Background: an optimization exercise with open tools, aiming at small area and a short achievable clock period. Do not read the settings as production practice. RTL that was checked went through simulation tests only; none was proved equivalent to the original. Function not checked in runs 4 and 5: the RTL went through the layout flow alone. Power is estimated from default activity; no workload was simulated.

==> flow/design.v <==
package flow_switch_pkg;
	typedef struct packed {
		logic [1:0] dest;
		logic [3:0] payload;
	} word_fields_t;
	typedef union packed {
		logic [6-1:0] raw;
		word_fields_t       fields;
	} word_u;
	typedef struct packed {
		logic full;
		logic empty;
		logic almost_full;
		logic almost_empty;
		logic error;
	} fifo_status_t;
	typedef struct packed {
		logic               psel;
		logic               penable;
		logic               pwrite;
		logic [4-1:0] paddr;
		logic [8-1:0] pwdata;
	} apb_req_t;
	typedef struct packed {
		logic [8-1:0] prdata;
		logic               pready;
		logic               pslverr;
	} apb_rsp_t;
	typedef struct packed {
		logic [5-1:0] af;
		logic [5-1:0] ae;
	} thresh_t;
endpackage
`timescale 1ns/1ps
module fifo16 (
	input  logic               clk,
	input  logic               reset_L,
	input  logic               i_wr,
	input  logic [6-1:0] i_wr_data,
	input  logic               i_rd,
	output logic [6-1:0] o_head,
	output logic               o_hv,
	output logic               o_overrun
);
	logic [6-1:0] head;
	logic [6-1:0] body [16-1];
	logic [6-1:0] body_head;
	logic               hv;
	logic [7:0]         bcnt;
	logic [15:0]        bsel;
	logic               overrun;
	logic               b_empty;
	logic               full;
	logic               wr_ok;
	always_comb begin
		bsel[0] = !bcnt[7] && !bcnt[0];
		bsel[8] =  bcnt[7] &&  bcnt[0];
		for (int k = 1; k < 8; k++) begin
			bsel[k]     =  bcnt[k-1] && !bcnt[k];
			bsel[k + 8] = !bcnt[k-1] &&  bcnt[k];
		end
	end
	assign b_empty = bsel[0];
	assign full    = hv && bsel[15];
	assign wr_ok = i_wr && (!full || i_rd);
	always_ff @(posedge clk) begin
		if (wr_ok && hv) begin
			body[0] <= i_wr_data;
			for (int k = 1; k < 16-1; k++)
				body[k] <= body[k-1];
		end
	end
	always_comb begin
		body_head = '0;
		for (int k = 1; k < 16; k++)
			body_head = body_head | ({6{bsel[k]}} & body[k-1]);
	end
	always_ff @(posedge clk) begin
		if (i_rd && !b_empty)
			head <= body_head;
		else if (wr_ok && (!hv || i_rd))
			head <= i_wr_data;
	end
	always_ff @(posedge clk) begin
		if (!reset_L) begin
			hv      <= 1'b0;
			bcnt    <= 8'd0;
			overrun <= 1'b0;
		end else begin
			hv <= wr_ok || (hv && !(i_rd && b_empty));
			if (wr_ok && hv && !i_rd)
				bcnt <= {bcnt[6:0], !bcnt[7]};
			else if (i_rd && !b_empty && !wr_ok)
				bcnt <= {!bcnt[0], bcnt[7:1]};
			if (i_wr)
				overrun <= !wr_ok;
		end
	end
	assign o_head    = head;
	assign o_hv      = hv;
	assign o_overrun = overrun;
endmodule
`timescale 1ns/1ps
module vc_arbiter (
	input  logic                            clk,
	input  logic                            reset_L,
	input  logic                            i_enable,
	input  logic [4-1:0]              i_in_valid,
	input  logic [4-1:0][6-1:0] i_in_head,
	input  logic [4-1:0]              i_out_af,
	output logic [4-1:0]              o_in_pop,
	output logic [4-1:0]              o_out_wr,
	output logic [3:0]                      o_out_data
);
	logic [4-1:0] eligible;
	logic [4-1:0] last_q;
	logic [4-1:0] grant;
	logic               grant_vld;
	logic [4-1:0] xfer_wr_d;
	logic [3:0]         xfer_pl_d;
	logic [4-1:0] xfer_wr_q;
	logic [3:0]         xfer_pl_q;
	always_comb begin
		for (int i = 0; i < 4; i++)
			eligible[i] = i_enable && i_in_valid[i] &&
				!i_out_af[i_in_head[i][6-1 -: 2]];
	end
	always_comb begin
		for (int i = 0; i < 4; i++) begin
			logic [1:0] p1, p2, p3;
			p1 = 2'(i + 1);
			p2 = 2'(i + 2);
			p3 = 2'(i + 3);
			grant[i] = eligible[i] && (
				last_q[p3] ||
				(last_q[p2] && !eligible[p3]) ||
				(last_q[p1] && !eligible[p2] && !eligible[p3]) ||
				(last_q[i]  && !eligible[p1] && !eligible[p2] && !eligible[p3]));
		end
	end
	assign grant_vld = |eligible;
	always_comb begin
		xfer_wr_d = '0;
		xfer_pl_d = '0;
		for (int i = 0; i < 4; i++) begin
			if (grant[i]) begin
				xfer_wr_d[i_in_head[i][6-1 -: 2]] = 1'b1;
				xfer_pl_d = xfer_pl_d | i_in_head[i][3:0];
			end
		end
	end
	assign o_in_pop = grant;
	always_ff @(posedge clk) begin
		if (!reset_L) begin
			last_q    <= 4'b1000;
			xfer_wr_q <= '0;
		end else begin
			xfer_wr_q <= xfer_wr_d;
			if (grant_vld)
				last_q <= grant;
		end
	end
	always_ff @(posedge clk)
		xfer_pl_q <= xfer_pl_d;
	assign o_out_wr   = xfer_wr_q;
	assign o_out_data = xfer_pl_q;
endmodule
`timescale 1ns/1ps
module flow_ctrl_regs (
	input  logic               clk,
	input  logic               reset_L,
	input  logic               i_psel,
	input  logic               i_penable,
	input  logic               i_pwrite,
	input  logic [3:0]         i_paddr,
	input  logic [7:0]         i_pwdata,
	output logic [7:0]         o_prdata,
	output logic               o_pready,
	output logic               o_pslverr,
	input  logic [4-1:0] i_in_empty,
	input  logic [4-1:0] i_in_error,
	input  logic [4-1:0] i_out_empty,
	input  logic [4-1:0] i_out_error,
	output logic               o_enable,
	output logic [3:0]         o_af,
	output logic               o_af_wr,
	output logic [3:0]         o_af_wdata
);
	logic       enable_q;
	logic [3:0] af_q;
	logic [3:0] ae_q;
	logic [7:0] err_q;
	logic [7:0] err_clr;
	logic [7:0] rd_mux;
	logic       wr_en;
	logic       thr_wr;
	logic [3:0] af_wr;
	assign wr_en = i_psel && i_penable && i_pwrite;
	assign thr_wr = wr_en && i_paddr == 4'h4;
	assign af_wr  = (i_pwdata[3:0] == 4'd0) ? 4'd1 : i_pwdata[3:0];
	assign err_clr = (wr_en && i_paddr == 4'hC) ? i_pwdata : '0;
	always_ff @(posedge clk) begin
		if (!reset_L) begin
			enable_q <= 1'b0;
			af_q     <= 4'd15;
			ae_q     <= 4'd1;
			err_q    <= '0;
		end else begin
			if (wr_en && i_paddr == 4'h0)
				enable_q <= i_pwdata[0];
			if (thr_wr) begin
				af_q <= af_wr;
				ae_q <= i_pwdata[7:4];
			end
			err_q <= (err_q & ~err_clr) | {i_out_error, i_in_error};
		end
	end
	always_comb begin
		case (i_paddr)
			4'h0:    rd_mux = {7'd0, enable_q};
			4'h4:    rd_mux = {ae_q, af_q};
			4'h8:    rd_mux = {i_in_empty, i_out_empty};
			4'hC:    rd_mux = err_q;
			default: rd_mux = '0;
		endcase
	end
	assign o_prdata  = (i_psel && !i_pwrite) ? rd_mux : '0;
	assign o_pready  = 1'b1;
	assign o_pslverr = i_psel && i_penable && (i_paddr[1:0] != 2'b00);
	assign o_enable = enable_q;
	assign o_af      = af_q;
	assign o_af_wr    = thr_wr;
	assign o_af_wdata = af_wr;
endmodule
`timescale 1ns/1ps
module flow_switch_top (
	input  logic                        clk,
	input  logic                        reset_L,
	input  logic                        i_psel,
	input  logic                        i_penable,
	input  logic                        i_pwrite,
	input  logic [4-1:0]          i_paddr,
	input  logic [8-1:0]          i_pwdata,
	output logic [8-1:0]          o_prdata,
	output logic                        o_pready,
	output logic                        o_pslverr,
	input  logic [4-1:0]          i_push,
	input  logic [4*6-1:0]  i_in_data,
	input  logic [4-1:0]          i_pop,
	output logic [4*6-1:0]  o_out_data,
	output logic [4-1:0]          o_out_empty
);
	logic [4-1:0]              in_empty;
	logic [4-1:0]              in_error;
	logic [4-1:0][6-1:0] in_head;
	logic [4-1:0]              in_pop;
	logic [4-1:0]              out_empty;
	logic [4-1:0]              out_af;
	logic [4-1:0]              out_error;
	logic [4-1:0]              out_wr;
	logic [3:0]                      xfer_data;
	logic                            enable;
	logic [3:0]                      af;
	logic                            af_wr;
	logic [3:0]                      af_wdata;
	for (genvar g = 0; g < 4; g++) begin : g_ch
		logic [3:0] out_head;
		logic       in_hv;
		fifo16 u_in_fifo (
			.clk        (clk),
			.reset_L    (reset_L),
			.i_wr       (i_push[g]),
			.i_wr_data  (i_in_data[g*6 +: 6]),
			.i_rd       (in_pop[g]),
			.o_head     (in_head[g]),
			.o_hv       (in_hv),
			.o_overrun  (in_error[g])
		);
		fifo16_out u_out_fifo (
			.clk        (clk),
			.reset_L    (reset_L),
			.i_wr       (out_wr[g]),
			.i_wr_data  (xfer_data),
			.i_rd       (i_pop[g]),
			.i_af       (af),
			.i_af_wr    (af_wr),
			.i_af_wdata (af_wdata),
			.o_head     (out_head),
			.o_empty    (out_empty[g]),
			.o_af       (out_af[g]),
			.o_underrun (out_error[g])
		);
		assign in_empty[g] = !in_hv;
		assign o_out_data[g*6 +: 6] = i_pop[g] ? {2'(g), out_head} : '0;
		assign o_out_empty[g] = out_empty[g];
	end
	vc_arbiter u_arbiter (
		.clk        (clk),
		.reset_L    (reset_L),
		.i_enable   (enable),
		.i_in_valid (~in_empty),
		.i_in_head  (in_head),
		.i_out_af   (out_af),
		.o_in_pop   (in_pop),
		.o_out_wr   (out_wr),
		.o_out_data (xfer_data)
	);
	flow_ctrl_regs u_regs (
		.clk         (clk),
		.reset_L     (reset_L),
		.i_psel      (i_psel),
		.i_penable   (i_penable),
		.i_pwrite    (i_pwrite),
		.i_paddr     (i_paddr),
		.i_pwdata    (i_pwdata),
		.o_prdata    (o_prdata),
		.o_pready    (o_pready),
		.o_pslverr   (o_pslverr),
		.i_in_empty  (in_empty),
		.i_in_error  (in_error),
		.i_out_empty (out_empty),
		.i_out_error (out_error),
		.o_enable    (enable),
		.o_af        (af),
		.o_af_wr     (af_wr),
		.o_af_wdata  (af_wdata)
	);
endmodule
module fifo16_out (
	input  logic       clk,
	input  logic       reset_L,
	input  logic       i_wr,
	input  logic [3:0] i_wr_data,
	input  logic       i_rd,
	input  logic [3:0] i_af,
	input  logic       i_af_wr,
	input  logic [3:0] i_af_wdata,
	output logic [3:0] o_head,
	output logic       o_empty,
	output logic       o_af,
	output logic       o_underrun
);
	logic [3:0] head;
	logic [3:0] body [16-1];
	logic [4:0] fill;
	logic [4:0] fill_next;
	logic [3:0] bidx;
	logic       empty;
	logic       af;
	logic       underrun;
	logic       b_empty;
	logic       rd_ok;
	logic       up;
	logic       dn;
	logic [3:0] af_next;
	assign b_empty = (fill[4:1] == 4'd0);
	assign rd_ok   = i_rd && !empty;
	assign up      = i_wr && !rd_ok;
	assign dn      = rd_ok && !i_wr;
	assign bidx    = 4'(fill - 5'd2);
	always_ff @(posedge clk) begin
		if (i_wr && !empty) begin
			body[0] <= i_wr_data;
			for (int k = 1; k < 16-1; k++)
				body[k] <= body[k-1];
		end
	end
	always_ff @(posedge clk) begin
		if (rd_ok && !b_empty)
			head <= body[bidx];
		else if (i_wr && (empty || rd_ok))
			head <= i_wr_data;
	end
	assign fill_next = up ? fill + 5'd1 : dn ? fill - 5'd1 : fill;
	assign af_next = i_af_wr ? i_af_wdata : i_af;
	always_ff @(posedge clk) begin
		if (!reset_L) begin
			fill     <= 5'd0;
			empty    <= 1'b1;
			af       <= 1'b0;
			underrun <= 1'b0;
		end else begin
			fill  <= fill_next;
			empty <= (fill_next == 5'd0);
			af    <= (fill_next >= {1'b0, af_next});
			if (i_rd)
				underrun <= empty;
		end
	end
	assign o_head     = head;
	assign o_empty    = empty;
	assign o_af       = af;
	assign o_underrun = underrun;
endmodule
==> flow/flow/run.sh <==
#!/bin/bash
# Standard synthesis, then the combinational logic re-mapped by ABC with a
# delay target (registers untouched), then the standard layout steps.
set -euo pipefail
W=$(pwd)
R=$W/orfs/results/$FLOW_PLATFORM/flow_switch_top/base
LIB=$FLOW_HOME/platforms/sky130hd/lib/sky130_fd_sc_hd__tt_025C_1v80.lib
DELAY=${REMAP_DELAY_PS:-2000}
bash standard.sh synth > $W/synth.log 2>&1
cp $R/1_2_yosys.v $W/std_synth.v
sed -e "s|@LIB@|$LIB|g" -e "s|@IN@|$W/std_synth.v|g" -e "s|@OUT@|$W/remap.v|g" \
    -e "s|@DELAY@|$DELAY|g" -e "s|@CONSTR@|$W/flow/abc.constr|g" flow/remap.ys.in > $W/remap.ys
yosys -s $W/remap.ys > $W/remap.log 2>&1
cp $W/remap.v $R/1_2_yosys.v
rm -f $R/1_synth.odb $R/1_synth.sdc
bash standard.sh MATCH_CELL_FOOTPRINT=0 'BUFFER_PORTS_ARGS=-buffer_cell sky130_fd_sc_hd__buf_2' finish > $W/finish.log 2>&1
==> flow/flow/abc.constr <==
set_driving_cell sky130_fd_sc_hd__buf_1
set_load 5
==> flow/flow/remap.ys.in <==
# Re-map the combinational logic of the standard synthesis, delay first.
# Registers stay the instances the standard synthesis made.
read_liberty -ignore_miss_func @LIB@
read_verilog @IN@
hierarchy -top flow_switch_top
setattr -mod -set keep_hierarchy 1 sky130_fd_sc_hd__dfbbn_1 sky130_fd_sc_hd__dfbbn_2 sky130_fd_sc_hd__dfbbp_1 sky130_fd_sc_hd__dfrbp_1 sky130_fd_sc_hd__dfrbp_2 sky130_fd_sc_hd__dfrtn_1 sky130_fd_sc_hd__dfrtp_1 sky130_fd_sc_hd__dfrtp_2 sky130_fd_sc_hd__dfrtp_4 sky130_fd_sc_hd__dfsbp_1 sky130_fd_sc_hd__dfsbp_2 sky130_fd_sc_hd__dfstp_1 sky130_fd_sc_hd__dfstp_2 sky130_fd_sc_hd__dfstp_4 sky130_fd_sc_hd__dfxbp_1 sky130_fd_sc_hd__dfxbp_2 sky130_fd_sc_hd__dfxtp_1 sky130_fd_sc_hd__dfxtp_2 sky130_fd_sc_hd__dfxtp_4 sky130_fd_sc_hd__dlclkp_1 sky130_fd_sc_hd__dlclkp_2 sky130_fd_sc_hd__dlclkp_4 sky130_fd_sc_hd__dlrbn_1 sky130_fd_sc_hd__dlrbn_2 sky130_fd_sc_hd__dlrbp_1 sky130_fd_sc_hd__dlrbp_2 sky130_fd_sc_hd__dlrtn_1 sky130_fd_sc_hd__dlrtn_2 sky130_fd_sc_hd__dlrtn_4 sky130_fd_sc_hd__dlrtp_1 sky130_fd_sc_hd__dlrtp_2 sky130_fd_sc_hd__dlrtp_4 sky130_fd_sc_hd__dlxbn_1 sky130_fd_sc_hd__dlxbn_2 sky130_fd_sc_hd__dlxbp_1 sky130_fd_sc_hd__dlxtn_1 sky130_fd_sc_hd__dlxtn_2 sky130_fd_sc_hd__dlxtn_4 sky130_fd_sc_hd__dlxtp_1 sky130_fd_sc_hd__edfxbp_1 sky130_fd_sc_hd__edfxtp_1 sky130_fd_sc_hd__lpflow_inputisolatch_1 sky130_fd_sc_hd__sdfbbn_1 sky130_fd_sc_hd__sdfbbn_2 sky130_fd_sc_hd__sdfbbp_1 sky130_fd_sc_hd__sdfrbp_1 sky130_fd_sc_hd__sdfrbp_2 sky130_fd_sc_hd__sdfrtn_1 sky130_fd_sc_hd__sdfrtp_1 sky130_fd_sc_hd__sdfrtp_2 sky130_fd_sc_hd__sdfrtp_4 sky130_fd_sc_hd__sdfsbp_1 sky130_fd_sc_hd__sdfsbp_2 sky130_fd_sc_hd__sdfstp_1 sky130_fd_sc_hd__sdfstp_2 sky130_fd_sc_hd__sdfstp_4 sky130_fd_sc_hd__sdfxbp_1 sky130_fd_sc_hd__sdfxbp_2 sky130_fd_sc_hd__sdfxtp_1 sky130_fd_sc_hd__sdfxtp_2 sky130_fd_sc_hd__sdfxtp_4 sky130_fd_sc_hd__sdlclkp_1 sky130_fd_sc_hd__sdlclkp_2 sky130_fd_sc_hd__sdlclkp_4 sky130_fd_sc_hd__sedfxbp_1 sky130_fd_sc_hd__sedfxbp_2 sky130_fd_sc_hd__sedfxtp_1 sky130_fd_sc_hd__sedfxtp_2 sky130_fd_sc_hd__sedfxtp_4
setattr -set keep 1 t:sky130_fd_sc_hd__df* t:sky130_fd_sc_hd__edf* t:sky130_fd_sc_hd__sdf* t:sky130_fd_sc_hd__dl*
flatten
opt_clean
# The APB read-data cone first, for delay alone: ABC cannot see that its
# inputs arrive late and its outputs are due early
select -set rdcone o:o_prdata o:o_pslverr %u %ci*:-sky130_fd_sc_hd__dfxtp_1[Q,D]:-sky130_fd_sc_hd__edfxtp_1[Q,D,DE]
abc -D 100 -constr @CONSTR@ -liberty @LIB@ -dont_use sky130_fd_sc_hd__probe_p_8 -dont_use sky130_fd_sc_hd__probec_p_8 -dont_use sky130_fd_sc_hd__lpflow_bleeder_1 -dont_use sky130_fd_sc_hd__lpflow_clkbufkapwr_1 -dont_use sky130_fd_sc_hd__lpflow_clkbufkapwr_16 -dont_use sky130_fd_sc_hd__lpflow_clkbufkapwr_2 -dont_use sky130_fd_sc_hd__lpflow_clkbufkapwr_4 -dont_use sky130_fd_sc_hd__lpflow_clkbufkapwr_8 -dont_use sky130_fd_sc_hd__lpflow_clkinvkapwr_1 -dont_use sky130_fd_sc_hd__lpflow_clkinvkapwr_16 -dont_use sky130_fd_sc_hd__lpflow_clkinvkapwr_2 -dont_use sky130_fd_sc_hd__lpflow_clkinvkapwr_4 -dont_use sky130_fd_sc_hd__lpflow_clkinvkapwr_8 -dont_use sky130_fd_sc_hd__lpflow_decapkapwr_12 -dont_use sky130_fd_sc_hd__lpflow_decapkapwr_3 -dont_use sky130_fd_sc_hd__lpflow_decapkapwr_4 -dont_use sky130_fd_sc_hd__lpflow_decapkapwr_6 -dont_use sky130_fd_sc_hd__lpflow_decapkapwr_8 -dont_use sky130_fd_sc_hd__lpflow_inputiso0n_1 -dont_use sky130_fd_sc_hd__lpflow_inputiso0p_1 -dont_use sky130_fd_sc_hd__lpflow_inputiso1n_1 -dont_use sky130_fd_sc_hd__lpflow_inputiso1p_1 -dont_use sky130_fd_sc_hd__lpflow_inputisolatch_1 -dont_use sky130_fd_sc_hd__lpflow_isobufsrc_1 -dont_use sky130_fd_sc_hd__lpflow_isobufsrc_16 -dont_use sky130_fd_sc_hd__lpflow_isobufsrc_2 -dont_use sky130_fd_sc_hd__lpflow_isobufsrc_4 -dont_use sky130_fd_sc_hd__lpflow_isobufsrc_8 -dont_use sky130_fd_sc_hd__lpflow_isobufsrckapwr_16 -dont_use sky130_fd_sc_hd__lpflow_lsbuf_lh_hl_isowell_tap_1 -dont_use sky130_fd_sc_hd__lpflow_lsbuf_lh_hl_isowell_tap_2 -dont_use sky130_fd_sc_hd__lpflow_lsbuf_lh_hl_isowell_tap_4 -dont_use sky130_fd_sc_hd__lpflow_lsbuf_lh_isowell_4 -dont_use sky130_fd_sc_hd__lpflow_lsbuf_lh_isowell_tap_1 -dont_use sky130_fd_sc_hd__lpflow_lsbuf_lh_isowell_tap_2 -dont_use sky130_fd_sc_hd__lpflow_lsbuf_lh_isowell_tap_4 -dont_use sky130_fd_sc_hd__fill_1 -dont_use sky130_fd_sc_hd__fill_2 -dont_use sky130_fd_sc_hd__fill_4 -dont_use sky130_fd_sc_hd__fill_8  @rdcone
select -clear
abc -D @DELAY@ -liberty @LIB@ -dont_use sky130_fd_sc_hd__probe_p_8 -dont_use sky130_fd_sc_hd__probec_p_8 -dont_use sky130_fd_sc_hd__lpflow_bleeder_1 -dont_use sky130_fd_sc_hd__lpflow_clkbufkapwr_1 -dont_use sky130_fd_sc_hd__lpflow_clkbufkapwr_16 -dont_use sky130_fd_sc_hd__lpflow_clkbufkapwr_2 -dont_use sky130_fd_sc_hd__lpflow_clkbufkapwr_4 -dont_use sky130_fd_sc_hd__lpflow_clkbufkapwr_8 -dont_use sky130_fd_sc_hd__lpflow_clkinvkapwr_1 -dont_use sky130_fd_sc_hd__lpflow_clkinvkapwr_16 -dont_use sky130_fd_sc_hd__lpflow_clkinvkapwr_2 -dont_use sky130_fd_sc_hd__lpflow_clkinvkapwr_4 -dont_use sky130_fd_sc_hd__lpflow_clkinvkapwr_8 -dont_use sky130_fd_sc_hd__lpflow_decapkapwr_12 -dont_use sky130_fd_sc_hd__lpflow_decapkapwr_3 -dont_use sky130_fd_sc_hd__lpflow_decapkapwr_4 -dont_use sky130_fd_sc_hd__lpflow_decapkapwr_6 -dont_use sky130_fd_sc_hd__lpflow_decapkapwr_8 -dont_use sky130_fd_sc_hd__lpflow_inputiso0n_1 -dont_use sky130_fd_sc_hd__lpflow_inputiso0p_1 -dont_use sky130_fd_sc_hd__lpflow_inputiso1n_1 -dont_use sky130_fd_sc_hd__lpflow_inputiso1p_1 -dont_use sky130_fd_sc_hd__lpflow_inputisolatch_1 -dont_use sky130_fd_sc_hd__lpflow_isobufsrc_1 -dont_use sky130_fd_sc_hd__lpflow_isobufsrc_16 -dont_use sky130_fd_sc_hd__lpflow_isobufsrc_2 -dont_use sky130_fd_sc_hd__lpflow_isobufsrc_4 -dont_use sky130_fd_sc_hd__lpflow_isobufsrc_8 -dont_use sky130_fd_sc_hd__lpflow_isobufsrckapwr_16 -dont_use sky130_fd_sc_hd__lpflow_lsbuf_lh_hl_isowell_tap_1 -dont_use sky130_fd_sc_hd__lpflow_lsbuf_lh_hl_isowell_tap_2 -dont_use sky130_fd_sc_hd__lpflow_lsbuf_lh_hl_isowell_tap_4 -dont_use sky130_fd_sc_hd__lpflow_lsbuf_lh_isowell_4 -dont_use sky130_fd_sc_hd__lpflow_lsbuf_lh_isowell_tap_1 -dont_use sky130_fd_sc_hd__lpflow_lsbuf_lh_isowell_tap_2 -dont_use sky130_fd_sc_hd__lpflow_lsbuf_lh_isowell_tap_4 -dont_use sky130_fd_sc_hd__fill_1 -dont_use sky130_fd_sc_hd__fill_2 -dont_use sky130_fd_sc_hd__fill_4 -dont_use sky130_fd_sc_hd__fill_8 
opt_clean -purge
splitnets
opt_clean -purge
hilomap -singleton -hicell sky130_fd_sc_hd__conb_1 HI -locell sky130_fd_sc_hd__conb_1 LO
insbuf -buf sky130_fd_sc_hd__buf_4 A X
rename -hide w:* i:* o:* %u %d
select flow_switch_top
stat -liberty @LIB@
write_verilog -noattr -nohex -nodec -selected @OUT@
==> flow/standard.sh <==
#!/bin/bash
# synth_recipe.tcl (not shown) runs the flow's synth.tcl, then flattens the netlist and writes it again
# the make line also repeats each setting of config.mk as NAME=value (left out here)
make -C /OpenROAD-flow-scripts/flow DESIGN_CONFIG=/design/flow/config.mk WORK_HOME=/design/flow/orfs CLKGATE_MAP_FILE= SYNTH_SCRIPT=/design/flow/synth_recipe.tcl "${@:-finish}"
==> flow/config.mk <==
export PLATFORM = sky130hd
export DESIGN_NAME = flow_switch_top
export DESIGN_NICKNAME = flow_switch_top
export VERILOG_FILES = /design/flow/design.v
export SDC_FILE = /design/flow/constraint.sdc
export NUM_CORES = 4
export LEC_CHECK = 0
export CAP_MARGIN = 20
export CORE_MARGIN = 2
export CORE_UTILIZATION = 45
export CTS_BUF_LIST = sky130_fd_sc_hd__clkbuf_8
export CTS_CLUSTER_DIAMETER = 50
export CTS_CLUSTER_SIZE = 16
export PLACE_DENSITY = 0.6
export SETUP_SLACK_MARGIN = 2.2
export SLEW_MARGIN = 20
==> flow/constraint.sdc <==
create_clock -name core_clock -period 5.0 [get_ports {clk}]
set_input_delay 1.0000 -clock core_clock [delete_from_list [all_inputs] [get_ports {clk}]]
set_output_delay 1.0000 -clock core_clock [all_outputs]
set_load 0.01 [all_outputs]
==> metrics.md, run 1 <==
| Metric | Value |
|---|---|
| Worst reg2reg path depth | `8` |
| Total GRT Usage | `0.207` |
| Fillers | `5,278` |
| Post-route clock period utilization | `0.588` |
| Pint | `9.69 mW` |
| Number of global-route vias before repair | `18,000` |
| Total grt overflow | `0` |
| CTS Buf Count | `76` |
| Crit-path max FO | `2` |
| Drt drc | `0` |
| I/O Pins | `87` |
| Critical path data required time | `4.00 ns` |
| Hold endpoint | `g_ch[1].u_out_fifo.body[10][2]` |
| Startpoint Class | `primary input` |
| TNS Setup | `0 ns` |
| Reg power frac | `0.534` |
| Longest Clk Path Bufs | `3` |
| Sw Ratio | `0.297` |
| Worst R2R Start | `g_ch[2].u_in_fifo.head[4]` |
| Unrepaired setup endpoints after global routing | `yes` |
| Switch Pwr | `4.09 mW` |
| Core Footprint | `63,200 µm²` |
| Post-synthesis average cell area | `around 15 µm²` |
| Worst vdd ir | `242 µV` |
| Worst path arrival time | `slightly below 2 ns` |
| Area growth syn-to-layout | `13.8%` |
| Hold Crit Start | `g_ch[1].u_out_fifo.body[9][2]` |
| Post-route antenna net violation count | `0` |
| First-pass GRT wire length | `107,000 µm` |
| Mapped Area | `between 20,000 and 30,000 µm²` |
| Crit path kind | `primary input to primary output` |
| Max-slew violations | `0` |
| Vias after detailed routing | `between 15,000 and 20,000` |
| Max_cap viols | `0` |
| Clk sink count | `approximately 740` |
| Pre-antenna DRT Iters | `9` |
| Worst slew pin tran | `slightly above 1 ns` |
| Synth Instances | `1,985` |
| Die area | `about 66,000 µm²` |
| Status | `complete, no violations` |
| Final Hold Viols | `0` |
| RePlAce Congestion | `0.875` |
| WHS Path Cells | `0` |
| Skew final | `0.0380 ns` |
| Gate power share | `0.159` |
| Core Rows | `92` |
| R2r endpoint | `g_ch[3].u_in_fifo.bcnt[4]` |
| Setup Slack @ Placement | `1.70 ns` |
| Period minus WS final | `2.94 ns` |
| Initial antenna violation count | `4` |
| Hpwl dp | `44,100 µm` |
| Share of cells above drive strength 1 | `0.147` |
| Final wirelength | `around 70,000 µm` |
| Hold crit path type | `register to register` |
| Static leakage | `10.7 nW` |
| Post-DR wirelength/cell | `22.6 µm` |
| # nets final | `2,225` |
| Worst rel slew slack | `0.316` |
| H-tree depth | `3` |
| Pwr Total | `13.8 mW` |
| P per Cell Area | `420 nW/µm²` |
| Max Fclk | `340 MHz` |
| CTS clk-pin slew, worst paths | `0.10 ns` |
| Non-filler cells, final | `3,084` |
| Die extent in y | `257 µm` |
| Port bufs | `81` |
| Yosys warns | `6` |
| Clock Latency Late Sink | `0.70 ns` |
| CTS tree | `built` |
| Critical Path Source | `i_paddr[0]` |
| Worst setup EP type | `primary output` |
| Setup-failing EPs final | `0` |
| Post-Place Cells | `2,920` |
| R2R setup slack | `2.15 ns` |
| Clock share of power | `0.307` |
| Starting DRT DRC Count | `2,115` |
| Pin count of the biggest net entering global routing | `91` |
| Setup WS post-layout | `around 2.1 ns` |
| Initial core utilization | `0.457` |
| Via density | `6.04` |
| Root buf cell | `clkbuf_8` |
| CTS hold repair buffers | `0` |
| Die span in x | `257 µm` |
==> worst max-delay path, cell delays in order <==
cell and delay [ns]:
buf_2 0.11, or4_4 0.53, a21oi_2 0.16, buf_2 0.14
==> cell usage in the layout, fill, tap and decap left out, drive strengths merged, types with 10 or more instances in the layout <==
master	n
dfxtp	101
clkbuf	82
and3	10
a22oi	101
and2	40
o21ai	110
edfxtp	640
a21oi	105
mux2i	21
nor3	29
nand4	17
nor2	142
or3	11
a31oi	32
inv	32
a221oi	28
o22ai	17
nand2	127
xor2	11
nand3	67
clkinv	52
a32oi	13
xnor2	22
a222oi	54
nor2b	63
buf	121
a22o	11
nand2b	15
==> stage by stage <==
step / area (µm²) / hold WS, ns / util
after detailed placement: 30600 / 0.433 / 0.484
final: 32800 / 0.427 / 0.519
after CTS: 32600 / 0.432 / 0.515
after floorplan: 29000 / 0.417 / -
after global routing: 32800 / 0.444 / 0.519
after global placement: 30600 / 0.424 / 0.484
==> power groups by stage <==
stage / registers (mW) / logic (mW) / clock network (mW)
2_1_floorplan: 7.31 / 1.50 / 0
3_3_place_gp: 7.47 / 2.10 / 0
3_5_place_dp: 7.47 / 2.10 / 0
4_1_cts: 7.34 / 2.15 / 4.33
5_1_grt: 7.39 / 2.43 / 4.55
6_report: 7.35 / 2.20 / 4.23
==> sequential cells by signal, indices dropped and copies added (netlist names), 8 cells and up <==
register,count
g_ch.u_in_fifo.bcnt,32
g_ch.u_in_fifo.body,360
g_ch.u_in_fifo.head,24
g_ch.u_out_fifo.body,240
g_ch.u_out_fifo.fill,20
g_ch.u_out_fifo.head,16
u_regs.err_q,8
==> how the worst max path moves through the flow <==
| stage | end | slack [ns] |
|---|---|---|
| after detailed placement | g_ch[0].u_in_fifo.body[6][4] | 1.70 |
| final | o_prdata[0] | 2.06 |
| after floorplan | g_ch[1].u_in_fifo.body[0][0] | 1.59 |
| after global routing | o_prdata[0] | 2.03 |
| after global placement | g_ch[0].u_in_fifo.body[6][4] | 1.82 |
| after CTS | o_prdata[0] | 2.03 |
==> repair_timing <==
action	4_1_cts	5_1_grt
resized for setup	53	44
cloned	4	0
buffers inserted	9	11
endpoints found under the setup margin	366	368
pin swaps	9	7
==> layer usage <==
| metal | global-route usage | part of all wire |
|---|---|---|
| met1 | 0.302 | 0.45 |
| met2 | 0.312 | 0.45 |
| met3 | 0.0425 | 0.074 |
| met4 | 0.0662 | 0.028 |
| met5 | 0 | 0 |
==> final cells by class <==
class                           instances  area [µm²]  share of cell area
Multi-Input combinational cell       1193        7810               0.238
Tap cell                              846        1060              0.0322
Inverter                               41         158             0.00480
Timing Repair Buffer                  123         860              0.0262
Antenna cell                            3        7.51            0.000229
Clock inverter                         57         569              0.0173
Sequential cell                       741       21300               0.648
Clock buffer                           80        1100              0.0335
==> run 2: changes to the inputs <==
--- a/flow/config.mk
+++ b/flow/config.mk
@@ -13,4 +13,4 @@
 export CTS_CLUSTER_SIZE = 16
 export PLACE_DENSITY = 0.6
-export SETUP_SLACK_MARGIN = 2.2
+export SETUP_SLACK_MARGIN = 2.3
 export SLEW_MARGIN = 20
==> run 2 against run 1 <==
Compared with the run above: still clean; global-route usage rose by 0.15 points; setup slack gained 0.0097 ns; final area increased by 1.1%; combinational power rose by 2%; worst hold slack got worse by 0.0036 ns; core utilization up 0.58 points; die area stayed put; sequential share of layout area fell by 0.68 points; critical endpoint unchanged.
==> metrics.md, run 2 <==
| Metric | Value |
|---|---|
| Pre-antenna DRT Iters | `8` |
| Commonest non-fill, non-tap cell in the layout | `edfxtp_1` |
| Non-filler cells, final | `3,111` |
| I/O Pins | `between 80 and 90` |
| Hold crit path type | `register to register` |
| Max Fclk | `about 340 MHz` |
| CTS clk-pin slew, worst paths | `0.10 ns` |
| Via density | `~6` |
| # nets final | `2,253` |
| Vias after detailed routing | `18,800` |
| Worst reg2reg path depth | `9` |
| R2r endpoint | `g_ch[3].u_in_fifo.bcnt[2]` |
| Starting DRT DRC Count | `2,298` |
| Status | `complete, no violations` |
| Total grt overflow | `0` |
| Post-route antenna net violation count | `0` |
| Synth Instances | `1,985` |
| Post-synthesis average cell area | `14.5 µm²` |
| Critical path data required time | `4.00 ns` |
| First-pass GRT wire length | `108,000 µm` |
| CP max stage cell | `or4_4` |
| Post-Place Cells | `between 2,000 and 3,000` |
| Startpoint Class | `primary input` |
| Core Rows | `92` |
| Skew final | `0.0411 ns` |
| Number of global-route vias before repair | `18,100` |
| Max-slew violations | `0` |
| Initial core utilization | `0.457` |
| RePlAce Congestion | `0.868` |
| Worst stage delay on the critical path | `0.42 ns` |
| Number of flip-flops in the largest register | `360` |
| Period minus WS final | `2.93 ns` |
| Post-DR wirelength/cell | `22.9 µm` |
| Worst vdd ir | `223 µV` |
| Worst path arrival time | `1.93 ns` |
| Drt drc | `0` |
| Root buf cell | `clkbuf_8` |
| Longest Clk Path Bufs | `3` |
| Biggest regs | `g_ch.u_in_fifo.body: 360 flops, g_ch.u_out_fifo.body: 240 flops, g_ch.u_in_fifo.bcnt: 32 flops` |
| Post-DP Area | `30,600 µm²` |
| Final Hold Viols | `0` |
| TNS Setup | `0 ns` |
| Worst slew pin tran | `roughly 0.95 ns` |
| Worst rel slew slack | `0.361` |
| Worst R2R Start | `g_ch[1].u_in_fifo.head[4]` |
| Die span in x | `257 µm` |
| Port bufs | `81` |
| Unrepaired setup endpoints after global routing | `yes` |
| Post-route clock period utilization | `0.586` |
| Core Footprint | `~63,000 µm²` |
| CTS Buf Count | `74` |
| Pin count of the biggest net entering global routing | `91` |
| Most frequent cells in the layout | `640 x edfxtp_1, 129 x nor2_1, 125 x nand2_1` |
| Fillers | `5,174` |
| Share of cells above drive strength 1 | `0.170` |
| Mapped Area | `28,900 µm²` |
| H-tree depth | `3` |
| CTS hold repair buffers | `0` |
| Critical Path Source | `i_paddr[3]` |
| Static leakage | `10.9 nW` |
| Worst-path cell chain | `buf_12 -> mux2i_1 -> or4_4 -> a21oi_2 -> buf_2` |
| Setup-failing EPs final | `0` |
| Hpwl dp | `44,600 µm` |
| Design Area, Final | `33,200 µm²` |
| CTS tree | `built` |
| P per Cell Area | `416 nW/µm²` |
| Max_cap viols | `0` |
| Yosys warns | `6` |
| Area growth syn-to-layout | `15.0%` |
| Die extent in y | `257 µm` |
| Initial antenna violation count | `4` |
| Crit path to | `o_prdata[0]` |
| Die area | `66,200 µm²` |
| Pwr Total | `around 14 mW` |
| Top reg by flops | `g_ch.u_in_fifo.body` |
| Crit-path max FO | `11` |
| Final wirelength | `slightly above 70,000 µm` |
| Total GRT Usage | `0.208` |
| Clk sink count | `741` |
| Clock Latency Late Sink | `0.70 ns` |
| Worst setup EP type | `primary output` |
| R2R setup slack | `2.30 ns` |
| Crit path kind | `primary input to primary output` |
==> run 2: cell types whose count changed in the layout (fill, tap and decap cells not counted), moves of 4 or more <==
cell     before  now
inv_1        13    7
inv_6        12   16
dfxtp_2       5   14
buf_6         1    7
dfxtp_1      93   84
nor2_1      133  129
buf_4        33   57
==> run 2: worst min-delay path by stage <==
stage,slack (ns),start,depth (start not counted),to
3_3_place_gp,0.43,g_ch[1].u_out_fifo.body[9][3],0,g_ch[1].u_out_fifo.body[10][3]
5_1_grt,0.44,g_ch[1].u_out_fifo.body[10][0],0,g_ch[1].u_out_fifo.body[11][0]
2_1_floorplan,0.42,g_ch[1].u_out_fifo.body[13][1],0,g_ch[1].u_out_fifo.body[14][1]
6_report,0.42,g_ch[2].u_in_fifo.body[9][0],0,g_ch[2].u_in_fifo.body[10][0]
4_1_cts,0.43,g_ch[1].u_out_fifo.body[0][0],0,g_ch[1].u_out_fifo.body[1][0]
3_5_place_dp,0.43,g_ch[1].u_out_fifo.body[7][3],0,g_ch[1].u_out_fifo.body[8][3]
==> run 2: area by class of cell <==
cell class                      count  area [µm²]  share of cell area
Sequential cell                   741       21300               0.641
Tap cell                          846        1060              0.0319
Clock buffer                       79        1090              0.0328
Antenna cell                        1        2.50           0.0000754
Multi-Input combinational cell   1193        7930               0.239
Timing Repair Buffer              153        1140              0.0343
Clock inverter                     57         549              0.0166
Inverter                           41         158             0.00475
==> run 2: critical path, delay by kind of cell <==
family | cells | cell delay, ns
and+or+nand+nor | 1 | 0.42
muxes | 1 | 0.11
buffers and inverters | 2 | 0.27
AOI/OAI and AO/OA | 1 | 0.12
==> run 2: through the flow <==
stage | util | worst slack, ns | hold WS, ns
after floorplan | - | 1.59 | 0.417
after global routing | 0.525 | 2.04 | 0.444
final | 0.525 | 2.07 | 0.423
after CTS | 0.518 | 2.07 | 0.425
after detailed placement | 0.485 | 1.76 | 0.432
after global placement | 0.485 | 1.90 | 0.426
==> run 2: what timing repair did <==
action                                  CTS  global route
setup buffers                            20            22
pin swaps                                14            18
gates resized for setup                  72            57
endpoints found under the setup margin  342           442
cloned                                    4             6
==> run 2: per-layer routing <==
| metal | GRT usage | vias to the layer above | share of wire |
|---|---|---|---|
| met2 | 0.320 | 759 | 0.46 |
| met5 | 0 | - | 0.00018 |
| met4 | 0.0694 | 2 | 0.026 |
| met1 | 0.302 | 9406 | 0.45 |
| li1 | - | 8447 | - |
| met3 | 0.0368 | 139 | 0.068 |
==> run 2: power breakdown <==
group          leakage (nW)  switching, mW  internal, mW  total (mW)
sequential             6.72          0.391          6.97        7.36
combinational          3.34           1.41         0.828        2.24
clock                 0.842           2.35          1.85        4.20
total                  10.9           4.15          9.65        13.8
==> run 3: changes to the inputs <==
--- a/flow/design.v
+++ b/flow/design.v
@@ -41,4 +41,5 @@
 	output logic [6-1:0] o_head,
 	output logic               o_hv,
+	output logic [1:0]         o_dest,
 	output logic               o_overrun
 );
@@ -53,4 +54,8 @@
 	logic               full;
 	logic               wr_ok;
+	logic               head_ld_body;
+	logic               head_ld_in;
+	logic [6-1:0] head_next;
+	logic [1:0]         dest_n;
 	always_comb begin
 		bsel[0] = !bcnt[7] && !bcnt[0];
@@ -76,9 +81,10 @@
 			body_head = body_head | ({6{bsel[k]}} & body[k-1]);
 	end
+	assign head_ld_body = i_rd && !b_empty;
+	assign head_ld_in   = wr_ok && (!hv || i_rd);
+	assign head_next    = head_ld_body ? body_head : head_ld_in ? i_wr_data : head;
 	always_ff @(posedge clk) begin
-		if (i_rd && !b_empty)
-			head <= body_head;
-		else if (wr_ok && (!hv || i_rd))
-			head <= i_wr_data;
+		head   <= head_next;
+		dest_n <= ~head_next[6-1 -: 2];
 	end
 	always_ff @(posedge clk) begin
@@ -99,4 +105,5 @@
 	assign o_head    = head;
 	assign o_hv      = hv;
+	assign o_dest    = ~dest_n;
 	assign o_overrun = overrun;
 endmodule
@@ -109,4 +116,5 @@
 	input  logic [4-1:0][6-1:0] i_in_head,
 	input  logic [4-1:0]              i_out_af,
+	input  logic [4-1:0][1:0]         i_in_dest,
 	output logic [4-1:0]              o_in_pop,
 	output logic [4-1:0]              o_out_wr,
@@ -124,5 +132,5 @@
 		for (int i = 0; i < 4; i++)
 			eligible[i] = i_enable && i_in_valid[i] &&
-				!i_out_af[i_in_head[i][6-1 -: 2]];
+				!i_out_af[i_in_dest[i]];
 	end
 	always_comb begin
@@ -145,5 +153,5 @@
 		for (int i = 0; i < 4; i++) begin
 			if (grant[i]) begin
-				xfer_wr_d[i_in_head[i][6-1 -: 2]] = 1'b1;
+				xfer_wr_d[i_in_dest[i]] = 1'b1;
 				xfer_pl_d = xfer_pl_d | i_in_head[i][3:0];
 			end
@@ -254,4 +262,5 @@
 	logic [4-1:0]              in_error;
 	logic [4-1:0][6-1:0] in_head;
+	logic [4-1:0][1:0]         in_dest;
 	logic [4-1:0]              in_pop;
 	logic [4-1:0]              out_empty;
@@ -275,4 +284,5 @@
 			.o_head     (in_head[g]),
 			.o_hv       (in_hv),
+			.o_dest     (in_dest[g]),
 			.o_overrun  (in_error[g])
 		);
@@ -302,4 +312,5 @@
 		.i_in_head  (in_head),
 		.i_out_af   (out_af),
+		.i_in_dest  (in_dest),
 		.o_in_pop   (in_pop),
 		.o_out_wr   (out_wr),
--- a/flow/config.mk
+++ b/flow/config.mk
@@ -13,4 +13,4 @@
 export CTS_CLUSTER_SIZE = 16
 export PLACE_DENSITY = 0.6
-export SETUP_SLACK_MARGIN = 2.3
+export SETUP_SLACK_MARGIN = 2.2
 export SLEW_MARGIN = 20
==> run 3 against run 2 <==
Compared with the run above: clock power grew 8.3%; still clean; routed wire length shrank 2.4%; clock skew grew 0.012 ns; non-clock buffer count shrank 37; largest power group unchanged; sequential power grew 0.5%; fmax shrank 0.34%; critical path type unchanged.
==> metrics.md, run 3 <==
| Metric | Value |
|---|---|
| Status | `complete, no violations` |
| Port bufs | `81` |
| Static leakage | `10.9 nW` |
| Hpwl dp | `43,700 µm` |
| Final Hold Viols | `0` |
| Final wirelength | `69,400 µm` |
| Unrepaired setup endpoints after global routing | `yes` |
| TNS Setup | `0 ns` |
| Top cell family by delay on the critical path | `simple AND/OR/NAND/NOR gates` |
| Top reg by flops | `g_ch.u_in_fifo.body` |
| Commonest non-fill, non-tap cell in the layout | `edfxtp_1` |
| Starting DRT DRC Count | `about 2,300` |
| CTS tree | `built` |
| Initial core utilization | `0.455` |
| Area growth syn-to-layout | `13.6%` |
| Total grt overflow | `0` |
| Core Rows | `93` |
| Pre-antenna DRT Iters | `6` |
| Mapped Area | `a little under 30,000 µm²` |
| Worst slew pin tran | `1.10 ns` |
| Most frequent cells in the layout | `632 x edfxtp_1, 140 x nand2_1, 121 x nor2_1` |
| Number of flip-flops in the largest register | `360` |
| Total GRT Usage | `0.203` |
| Longest Clk Path Bufs | `3` |
| Post-DP Area | `31,000 µm²` |
| Die extent in y | `259 µm` |
| CTS Buf Count | `79` |
| Period minus WS final | `2.94 ns` |
| Yosys warns | `6` |
| Final core utilization | `0.517` |
| Crit path kind | `primary input to primary output` |
| Max-slew violations | `0` |
| CP max stage cell | `or4_4` |
| Hold slack final | `0.413 ns` |
| Via density | `6.04` |
| Worst-path cell chain | `buf_12 -> mux2i_2 -> or4_4 -> a21oi_2 -> buf_2` |
| I/O Pins | `87` |
| Clk sink count | `749` |
| Die span in x | `259 µm` |
| Die area | `roughly 67,000 µm²` |
| Drt drc | `0` |
| Fillers | `5,338` |
| Pin count of the biggest net entering global routing | `91` |
| Vias after detailed routing | `18,800` |
| Worst path arrival time | `1.94 ns` |
| CTS clk-pin slew, worst paths | `0.11 ns` |
| Worst setup EP type | `primary output` |
| Post-synthesis average cell area | `between 10 and 15 µm²` |
| Worst stage delay on the critical path | `about 0.42 ns` |
| Clock Latency Late Sink | `~0.7 ns` |
| First-pass GRT wire length | `106,000 µm` |
| Design Area, Final | `33,200 µm²` |
| # nets final | `about 2,200` |
| Max Fclk | `between 300 and 400 MHz` |
| Share of cells above drive strength 1 | `0.153` |
| Worst path bufs/invs | `2` |
| Setup-failing EPs final | `0` |
| CTS hold repair buffers | `0` |
| P per Cell Area | `427 nW/µm²` |
| Worst vdd ir | `between 150 and 200 µV` |
| Worst rel slew slack | `0.264` |
| H-tree depth | `3` |
| Crit-path max FO | `5` |
| Core Footprint | `64,300 µm²` |
| Post-route antenna net violation count | `0` |
| Max_cap viols | `0` |
| Biggest regs | `g_ch.u_in_fifo.body: 360 flops, g_ch.u_out_fifo.body: 240 flops, g_ch.u_in_fifo.bcnt: 32 flops` |
| RePlAce Congestion | `0.865` |
| Critical path data required time | `approximately 4.0 ns` |
| Hold crit path type | `register to register` |
| Post-route clock period utilization | `0.588` |
| Post-DR wirelength/cell | `22.3 µm` |
| Skew final | `approximately 0.053 ns` |
| Startpoint Class | `primary input` |
| Initial antenna violation count | `4` |
| Root buf cell | `clkbuf_8` |
| Number of global-route vias before repair | `18,200` |
| Synth Instances | `~2,000` |
## run 3: routing by layer
| metal | GRT usage | share of wire | vias up |
|---|---|---|---|
| met5 | 0 | 0.00043 | - |
| met4 | 0.0748 | 0.029 | 4 |
| met3 | 0.0385 | 0.070 | 145 |
| met2 | 0.314 | 0.47 | 795 |
| met1 | 0.286 | 0.43 | 9397 |
| li1 | - | - | 8498 |
## run 3: metrics by stage
stage | power (mW) | setup slack [ns] | std cells
after floorplan | 8.94 | 1.81 | 2013
after global placement | 9.66 | 1.86 | 2952
after detailed placement | 9.68 | 1.73 | 2952
after CTS | 14.2 | 2.06 | 3108
after global routing | 14.8 | 2.03 | 3117
final | 14.2 | 2.06 | 3117
## run 3: final cells by class
class	count	area, µm²	share of cell area
flip-flops and latches	749	21300	0.642
multi-input cells	1212	8120	0.244
clock buffers	82	1130	0.0339
well taps	855	1070	0.0322
repair buffers	116	729	0.0219
clock inverters	62	706	0.0212
inverters	39	146	0.00440
diodes	2	5.00	0.000151
## run 3: timing repair
action	CTS	global route
pin swaps	10	4
setup endpoints to repair	432	241
cloned	1	1
gates resized for setup	47	35
setup buffers	11	6
## run 3: worst paths after layout
kind                                      start                             to  slack (ns)  cells after the start
setup / recovery                     i_paddr[3]                    o_prdata[0]        2.06                      5
hold / removal    g_ch[1].u_in_fifo.body[10][5]  g_ch[1].u_in_fifo.body[11][5]        0.41                      0
setup reg to reg    g_ch[3].u_in_fifo.dest_n[0]    g_ch[0].u_in_fifo.dest_n[0]        2.29                      8
hold reg to reg   g_ch[1].u_in_fifo.body[10][5]  g_ch[1].u_in_fifo.body[11][5]        0.41                      0
## run 3: power breakdown
group,total [mW],switching [mW],internal (mW)
combinational,2.23,1.38,0.852
sequential,7.40,0.370,7.03
clock,4.55,2.42,2.13
==> run 4: changes to the inputs <==
--- a/flow/design.v
+++ b/flow/design.v
@@ -364,5 +364,7 @@
 	logic       up;
 	logic       dn;
-	logic [3:0] af_next;
+	logic       af_up;
+	logic       af_hold;
+	logic       af_dn;
 	assign b_empty = (fill[4:1] == 4'd0);
 	assign rd_ok   = i_rd && !empty;
@@ -384,5 +386,7 @@
 	end
 	assign fill_next = up ? fill + 5'd1 : dn ? fill - 5'd1 : fill;
-	assign af_next = i_af_wr ? i_af_wdata : i_af;
+	assign af_up   = ({1'b0, fill} + 6'd1 >= {2'b0, i_af});
+	assign af_hold = (fill >= {1'b0, i_af});
+	assign af_dn   = (fill > {1'b0, i_af});
 	always_ff @(posedge clk) begin
 		if (!reset_L) begin
@@ -394,5 +398,8 @@
 			fill  <= fill_next;
 			empty <= (fill_next == 5'd0);
-			af    <= (fill_next >= {1'b0, af_next});
+			if (i_af_wr)
+				af <= (fill_next >= {1'b0, i_af_wdata});
+			else
+				af <= up ? af_up : dn ? af_dn : af_hold;
 			if (i_rd)
 				underrun <= empty;
==> run 4 against run 3 <==
Compared with the run above: first-iteration DRC count is 14% higher; clock skew down 0.012 ns; core utilization down 0.21 points; critical path depth unchanged.
==> metrics.md, run 4 <==
| Metric | Value |
|---|---|
| Die extent in y | `260 µm` |
| Max Fclk | `353 MHz` |
| RePlAce Congestion | `0.859` |
| # nets final | `2,290` |
| Skew final | `between 0.04 and 0.05 ns` |
| Setup WS post-layout | `between 2 and 2.5 ns` |
| Final wirelength | `72,200 µm` |
| Via density | `6.09` |
| Port bufs | `81` |
| Hold slack final | `0.436 ns` |
| Clock Latency Late Sink | `0.69 ns` |
| Crit-path max FO | `16` |
| Post-route clock period utilization | `0.566` |
| Number of flip-flops in the largest register | `360` |
| CP max stage cell | `or3b_4` |
| Fillers | `approximately 5,500` |
| Top reg by flops | `g_ch.u_in_fifo.body` |
| Worst-path cell chain | `buf_12 -> or3b_4 -> o221ai_2 -> a211oi_2 -> buf_2` |
| Initial core utilization | `0.457` |
| Die area | `67,700 µm²` |
| Area growth syn-to-layout | `12.7%` |
| Yosys warns | `6` |
| Period minus WS final | `around 2.8 ns` |
| Setup Slack @ Placement | `1.69 ns` |
| Synth Instances | `2,060` |
| Worst path arrival time | `1.83 ns` |
| Starting DRT DRC Count | `2,597` |
| Final Hold Viols | `0` |
| Pin count of the biggest net entering global routing | `91` |
| Total GRT Usage | `0.210` |
| P per Cell Area | `roughly 410 nW/µm²` |
| Post-DR wirelength/cell | `~23 µm` |
| CTS clk-pin slew, worst paths | `0.10 ns` |
| Core Rows | `93` |
| TNS Setup | `0 ns` |
| Unrepaired setup endpoints after global routing | `yes` |
| Post-Place Cells | `3,002` |
| Worst setup EP type | `primary output` |
| CTS hold repair buffers | `0` |
| Number of global-route vias before repair | `approximately 19,000` |
| Startpoint Class | `primary input` |
| Worst vdd ir | `around 220 µV` |
| Max-slew violations | `0` |
| Clk sink count | `749` |
| Post-DP Area | `31,100 µm²` |
| Design Area, Final | `33,300 µm²` |
| Share of cells above drive strength 1 | `0.141` |
| Final core utilization | `0.515` |
| Hpwl dp | `45,700 µm` |
| Vias after detailed routing | `19,200` |
| Max_cap viols | `0` |
| Pre-antenna DRT Iters | `8` |
| I/O Pins | `87` |
| Worst stage delay on the critical path | `0.38 ns` |
| Non-filler cells, final | `around 3,200` |
| Core Footprint | `between 60,000 and 70,000 µm²` |
| H-tree depth | `3` |
| Biggest regs | `g_ch.u_in_fifo.body: 360 flops, g_ch.u_out_fifo.body: 240 flops, g_ch.u_in_fifo.bcnt: 32 flops` |
| Worst rel slew slack | `0.236` |
| Hold crit path type | `register to register` |
| First-pass GRT wire length | `between 100,000 and 150,000 µm` |
| Commonest non-fill, non-tap cell in the layout | `edfxtp_1` |
| Longest Clk Path Bufs | `3` |
| Drt drc | `0` |
| Initial antenna violation count | `5` |
| Post-synthesis average cell area | `14.3 µm²` |
| Critical path data required time | `4.00 ns` |
| Status | `complete, no violations` |
| Mapped Area | `29,500 µm²` |
| Setup-failing EPs final | `0` |
| CTS Buf Count | `76` |
| Post-route antenna net violation count | `0` |
| Die span in x | `260 µm` |
| CTS tree | `built` |
| Most frequent cells in the layout | `632 x edfxtp_1, 144 x nand2_1, 125 x nor2_1` |
| Worst slew pin tran | `roughly 1.1 ns` |
| Total grt overflow | `0` |
| Crit path kind | `primary input to primary output` |
| Static leakage | `10.9 nW` |
| Root buf cell | `clkbuf_8` |
| Pwr Total | `13.8 mW` |
## run 4: changes by cell type in the layout (fill, tap and decap cells not counted), sizes merged, moves of 7 or more
cell   before  now
a32oi       8   16
nand3      41   65
o21ai      96  107
or2         4   11
nand4      18   28
nor2b      64   79
a22o       34   14
inv        34   25
mux2i      38   29
## run 4: per-layer routing
metal | track usage | share of wire
met1 | 0.295 | 0.43
met2 | 0.331 | 0.47
met3 | 0.0360 | 0.069
met4 | 0.0735 | 0.028
met5 | 0 | 0
## run 4: power by group
group          switching [mW]  leakage (nW)  internal [mW]
clock                    2.31         0.824           1.86
sequential              0.400          6.79           7.02
combinational            1.36          3.25          0.837
## run 4: area by class of cell
class | instances | area [µm²] | share of cell area
clock inverters | 57 | 571 | 0.0171
clock buffers | 77 | 1060 | 0.0318
flip-flops and latches | 749 | 21300 | 0.641
inverters | 34 | 131 | 0.00395
well taps | 855 | 1070 | 0.0321
diodes | 4 | 10.0 | 0.000301
multi-input cells | 1270 | 8390 | 0.252
repair buffers | 110 | 716 | 0.0215
## run 4: worst max-delay path, delay by kind of cell
family          cells  cell delay (ns)
buf+inv             2             0.27
simple gates        1             0.38
compound gates      2             0.18
## run 4: final timing paths
path / startpoint / end / slack, ns / cells after the start
max: i_paddr[2] / o_prdata[0] / 2.17 / 5
max reg2reg: g_ch[2].u_out_fifo.af / g_ch[3].u_in_fifo.dest_n[0] / 2.22 / 8
min: g_ch[3].u_in_fifo.body[11][4] / g_ch[3].u_in_fifo.body[12][4] / 0.44 / 0
min reg2reg: g_ch[3].u_in_fifo.body[11][4] / g_ch[3].u_in_fifo.body[12][4] / 0.44 / 0
## run 4: repair_timing
| action | 4_1_cts | 5_1_grt |
|---|---|---|
| endpoints found under the setup margin | 401 | 393 |
| pin swaps | 5 | 3 |
| endpoints found under the hold margin | 0 | 0 |
| gates resized for setup | 54 | 54 |
| cloned | 3 | 2 |
| setup buffers | 4 | 7 |
==> run 5: changes to the inputs <==
--- a/flow/design.v
+++ b/flow/design.v
@@ -41,5 +41,4 @@
 	output logic [6-1:0] o_head,
 	output logic               o_hv,
-	output logic [1:0]         o_dest,
 	output logic               o_overrun
 );
@@ -53,9 +52,4 @@
 	logic               b_empty;
 	logic               full;
-	logic               wr_ok;
-	logic               head_ld_body;
-	logic               head_ld_in;
-	logic [6-1:0] head_next;
-	logic [1:0]         dest_n;
 	always_comb begin
 		bsel[0] = !bcnt[7] && !bcnt[0];
@@ -68,7 +62,23 @@
 	assign b_empty = bsel[0];
 	assign full    = hv && bsel[15];
-	assign wr_ok = i_wr && (!full || i_rd);
+	logic               body_en;
+	logic               head_en_rd, head_en_nr;
+	logic [6-1:0] head_d_rd, head_d_nr;
+	logic               hv_rd, hv_nr;
+	logic [7:0]         bcnt_rd, bcnt_nr;
+	logic               ovr_rd, ovr_nr;
+	assign hv_rd      = i_wr || !b_empty;
+	assign head_en_rd = i_wr || !b_empty;
+	assign head_d_rd  = b_empty ? i_wr_data : body_head;
+	assign bcnt_rd    = (!b_empty && !i_wr) ? {!bcnt[0], bcnt[7:1]} : bcnt;
+	assign ovr_rd     = i_wr ? 1'b0 : overrun;
+	assign hv_nr      = hv || (i_wr && !full);
+	assign head_en_nr = i_wr && !hv;
+	assign head_d_nr  = i_wr_data;
+	assign bcnt_nr    = (i_wr && hv && !full) ? {bcnt[6:0], !bcnt[7]} : bcnt;
+	assign ovr_nr     = i_wr ? full : overrun;
+	assign body_en = i_wr && (i_rd || (hv && !full));
 	always_ff @(posedge clk) begin
-		if (wr_ok && hv) begin
+		if (body_en) begin
 			body[0] <= i_wr_data;
 			for (int k = 1; k < 16-1; k++)
@@ -81,10 +91,7 @@
 			body_head = body_head | ({6{bsel[k]}} & body[k-1]);
 	end
-	assign head_ld_body = i_rd && !b_empty;
-	assign head_ld_in   = wr_ok && (!hv || i_rd);
-	assign head_next    = head_ld_body ? body_head : head_ld_in ? i_wr_data : head;
 	always_ff @(posedge clk) begin
-		head   <= head_next;
-		dest_n <= ~head_next[6-1 -: 2];
+		if (i_rd ? head_en_rd : head_en_nr)
+			head <= i_rd ? head_d_rd : head_d_nr;
 	end
 	always_ff @(posedge clk) begin
@@ -94,16 +101,11 @@
 			overrun <= 1'b0;
 		end else begin
-			hv <= wr_ok || (hv && !(i_rd && b_empty));
-			if (wr_ok && hv && !i_rd)
-				bcnt <= {bcnt[6:0], !bcnt[7]};
-			else if (i_rd && !b_empty && !wr_ok)
-				bcnt <= {!bcnt[0], bcnt[7:1]};
-			if (i_wr)
-				overrun <= !wr_ok;
+			hv      <= i_rd ? hv_rd   : hv_nr;
+			bcnt    <= i_rd ? bcnt_rd : bcnt_nr;
+			overrun <= i_rd ? ovr_rd  : ovr_nr;
 		end
 	end
 	assign o_head    = head;
 	assign o_hv      = hv;
-	assign o_dest    = ~dest_n;
 	assign o_overrun = overrun;
 endmodule
@@ -116,5 +118,4 @@
 	input  logic [4-1:0][6-1:0] i_in_head,
 	input  logic [4-1:0]              i_out_af,
-	input  logic [4-1:0][1:0]         i_in_dest,
 	output logic [4-1:0]              o_in_pop,
 	output logic [4-1:0]              o_out_wr,
@@ -132,5 +133,5 @@
 		for (int i = 0; i < 4; i++)
 			eligible[i] = i_enable && i_in_valid[i] &&
-				!i_out_af[i_in_dest[i]];
+				!i_out_af[i_in_head[i][6-1 -: 2]];
 	end
 	always_comb begin
@@ -153,5 +154,5 @@
 		for (int i = 0; i < 4; i++) begin
 			if (grant[i]) begin
-				xfer_wr_d[i_in_dest[i]] = 1'b1;
+				xfer_wr_d[i_in_head[i][6-1 -: 2]] = 1'b1;
 				xfer_pl_d = xfer_pl_d | i_in_head[i][3:0];
 			end
@@ -262,5 +263,4 @@
 	logic [4-1:0]              in_error;
 	logic [4-1:0][6-1:0] in_head;
-	logic [4-1:0][1:0]         in_dest;
 	logic [4-1:0]              in_pop;
 	logic [4-1:0]              out_empty;
@@ -284,5 +284,4 @@
 			.o_head     (in_head[g]),
 			.o_hv       (in_hv),
-			.o_dest     (in_dest[g]),
 			.o_overrun  (in_error[g])
 		);
@@ -312,5 +311,4 @@
 		.i_in_head  (in_head),
 		.i_out_af   (out_af),
-		.i_in_dest  (in_dest),
 		.o_in_pop   (in_pop),
 		.o_out_wr   (out_wr),
==> run 5 against run 4 <==
Compared with the run above: still clean on timing, DRC and antenna; worst hold slack better by 0.0067 ns; synthesized cell count down 0.44%; global-route usage up 0.48 points; area after synthesis down 1.1%; sequential power down 0.8%; final cell count up 0.89%; critical path depth down 1; clock power down 2%; setup slack worse by 0.017 ns; non-clock buffer count up 36; sequential cell count down 8; critical endpoint unchanged; highest routed layer is now met5.
==> metrics.md, run 5 <==
| Metric | Value |
|---|---|
| Top reg by flops | `g_ch.u_in_fifo.body` |
| CTS Buf Count | `72` |
| Crit path kind | `primary input to primary output` |
| Worst path arrival time | `1.85 ns` |
| Initial antenna violation count | `4` |
| Fillers | `around 5,400` |
| Post-route clock period utilization | `0.569` |
| Number of flip-flops in the largest register | `360` |
| # nets final | `roughly 2,300` |
| Hpwl dp | `~45,000 µm` |
| Total grt overflow | `0` |
| First-pass GRT wire length | `roughly 110,000 µm` |
| Drt drc | `0` |
| Hold crit path type | `register to register` |
| Top cell family by delay on the critical path | `multiplexers` |
| Period minus WS final | `approximately 2.8 ns` |
| Max_cap viols | `0` |
| Worst slew pin tran | `1.33 ns` |
| Number of global-route vias before repair | `about 19,000` |
| Initial core utilization | `0.454` |
| Die area | `67,000 µm²` |
| Vias after detailed routing | `19,300` |
| Core Footprint | `64,300 µm²` |
| Clock Latency Late Sink | `0.70 ns` |
| Final wirelength | `73,200 µm` |
| Startpoint Class | `primary input` |
| Longest Clk Path Bufs | `3` |
| Biggest regs | `g_ch.u_in_fifo.body: 360 flops, g_ch.u_out_fifo.body: 240 flops, g_ch.u_in_fifo.bcnt: 32 flops` |
| Root buf cell | `clkbuf_8` |
| Worst path bufs/invs | `2` |
| Share of cells above drive strength 1 | `0.156` |
| I/O Pins | `87` |
| Worst rel slew slack | `0.108` |
| Mapped Area | `29,200 µm²` |
| Critical path data required time | `4.00 ns` |
| Starting DRT DRC Count | `2,434` |
| Pin count of the biggest net entering global routing | `91` |
| Die extent in y | `259 µm` |
| Worst setup EP type | `primary output` |
| Crit-path max FO | `6` |
| RePlAce Congestion | `0.835` |
| Core Rows | `93` |
| Worst vdd ir | `between 200 and 250 µV` |
| CTS tree | `built` |
| Hold slack final | `around 0.44 ns` |
| Worst-path cell chain | `buf_12 -> mux4_2 -> nor2b_4 -> buf_6` |
| Static leakage | `10.9 nW` |
| Post-synthesis average cell area | `14.3 µm²` |
| Via density | `6.06` |
| TNS Setup | `0 ns` |
| Final Hold Viols | `0` |
| Post-DR wirelength/cell | `23.0 µm` |
| Pre-antenna DRT Iters | `6` |
| Synth Instances | `between 2,000 and 2,500` |
| Commonest non-fill, non-tap cell in the layout | `edfxtp_1` |
| Unrepaired setup endpoints after global routing | `yes` |
| Setup-failing EPs final | `0` |
| Max-slew violations | `0` |
| H-tree depth | `3` |
| Area growth syn-to-layout | `14.8%` |
| Yosys warns | `6` |
| Skew final | `between 0.04 and 0.05 ns` |
| Total GRT Usage | `0.215` |
| P per Cell Area | `406 nW/µm²` |
| Most frequent cells in the layout | `640 x edfxtp_1, 152 x nand2_1, 132 x nor2_1` |
| Post-route antenna net violation count | `0` |
| Die span in x | `259 µm` |
| Max Fclk | `351 MHz` |
| Clk sink count | `741` |
| Port bufs | `81` |
| Worst stage delay on the critical path | `0.50 ns` |
| Status | `complete, no violations` |
| CTS clk-pin slew, worst paths | `0.10 ns` |
| CP max stage cell | `mux4_2` |
-- run 5: final cells by class --
type | instances | area, µm² | area share
clock buffers | 73 | 1000 | 0.0299
diodes | 2 | 5.00 | 0.000149
well taps | 855 | 1070 | 0.0319
clock inverters | 59 | 559 | 0.0167
repair buffers | 146 | 1180 | 0.0351
multi-input cells | 1272 | 8360 | 0.249
inverters | 36 | 135 | 0.00403
flip-flops and latches | 741 | 21300 | 0.633
-- run 5: path summary, 6_finish.rpt --
path	from	end	slack [ns]	cells past startpoint
worst max-delay path	i_paddr[3]	o_prdata[0]	2.15	4
worst min-delay path	g_ch[2].u_in_fifo.body[13][1]	g_ch[2].u_in_fifo.body[14][1]	0.44	0
worst max register to register	g_ch[2].u_in_fifo.head[5]	g_ch[1].u_in_fifo.body[2][0]	2.19	8
worst min register to register	g_ch[2].u_in_fifo.body[13][1]	g_ch[2].u_in_fifo.body[14][1]	0.44	0
-- run 5: layer usage --
| layer | global-route usage | vias up | share of wire |
|---|---|---|---|
| met5 | 0 | - | 0.00036 |
| met4 | 0.0626 | 4 | 0.024 |
| met3 | 0.0366 | 132 | 0.072 |
| met2 | 0.338 | 823 | 0.47 |
| met1 | 0.308 | 9602 | 0.44 |
| li1 | - | 8725 | - |
-- run 5: worst reg2reg max path, delay by kind of cell (launching register included) --
kind                   cells  cell delay (ns)
buffers and inverters      2             0.49
flip-flops                 1             0.48
AND/OR/NAND/NOR            2             0.50
AO/OA/AOI/OAI              4             0.98
-- run 5: through the flow --
stage	setup WS [ns]	area [µm²]	power, mW	std cells	utilization
floorplan	1.53	29400	8.81	2054	-
global placement	1.60	31000	9.53	2996	0.481
detailed placement	1.47	31000	9.55	2996	0.481
CTS	2.15	33000	13.6	3155	0.513
global route	2.09	33600	14.2	3184	0.522
finish	2.15	33600	13.6	3184	0.522
-- run 5: power by group --
| part | total (mW) | internal [mW] | switching [mW] |
|---|---|---|---|
| Clock | 4.09 | 1.78 | 2.31 |
| Combinational | 2.17 | 0.842 | 1.33 |
| Sequential | 7.36 | 6.96 | 0.407 |
-- run 5: repair_timing --
item                                   CTS  global route
endpoints found under the hold margin    0             0
hold buffers                             0             0
pin swaps                                8            14
setup buffers                           17            19
resized for setup                       57            63
cloned                                  10             8
setup endpoints to repair              425           431

==> afterwards: timing with drivers on the ports <==
The flow's constraints put no driver on any port. The routed layouts listed below were extracted and timed again, unchanged, in two steps.
Step 1: set_driving_cell puts a clkbuf_16 on clk and a buf_2 on each other input, an assumption about the parent block.
Step 2 adds t to the input delays and takes it off the output delays; t is the mean of the earliest and latest rising clock arrival at the registers after step 1. Input paths then give back, and output paths get back, about the clock's delay inside the block.
Three values: no drivers, after step 1, after step 2; two values: the first two.
run	t (ns)	setup slack, ns	clock arrival spread, ns	worst data-port slew with drivers (ns)
run 1	0.739	2.062 / 2.008 / 1.759	0.042 / 0.042	0.10
run 2	0.734	2.072 / 2.017 / 1.709	0.045 / 0.045	0.11
run 3	0.742	2.062 / 2.011 / 1.881	0.054 / 0.055	0.09
run 4	0.738	2.171 / 2.106 / 1.815	0.043 / 0.043	0.10
run 5	0.742	2.154 / 2.037 / 1.652	0.049 / 0.049	0.11
After both steps setup and hold are still met in every run listed. The setup slack of run 5, which loses most, moves by -0.117 ns with the drivers and by -0.502 ns with both steps.
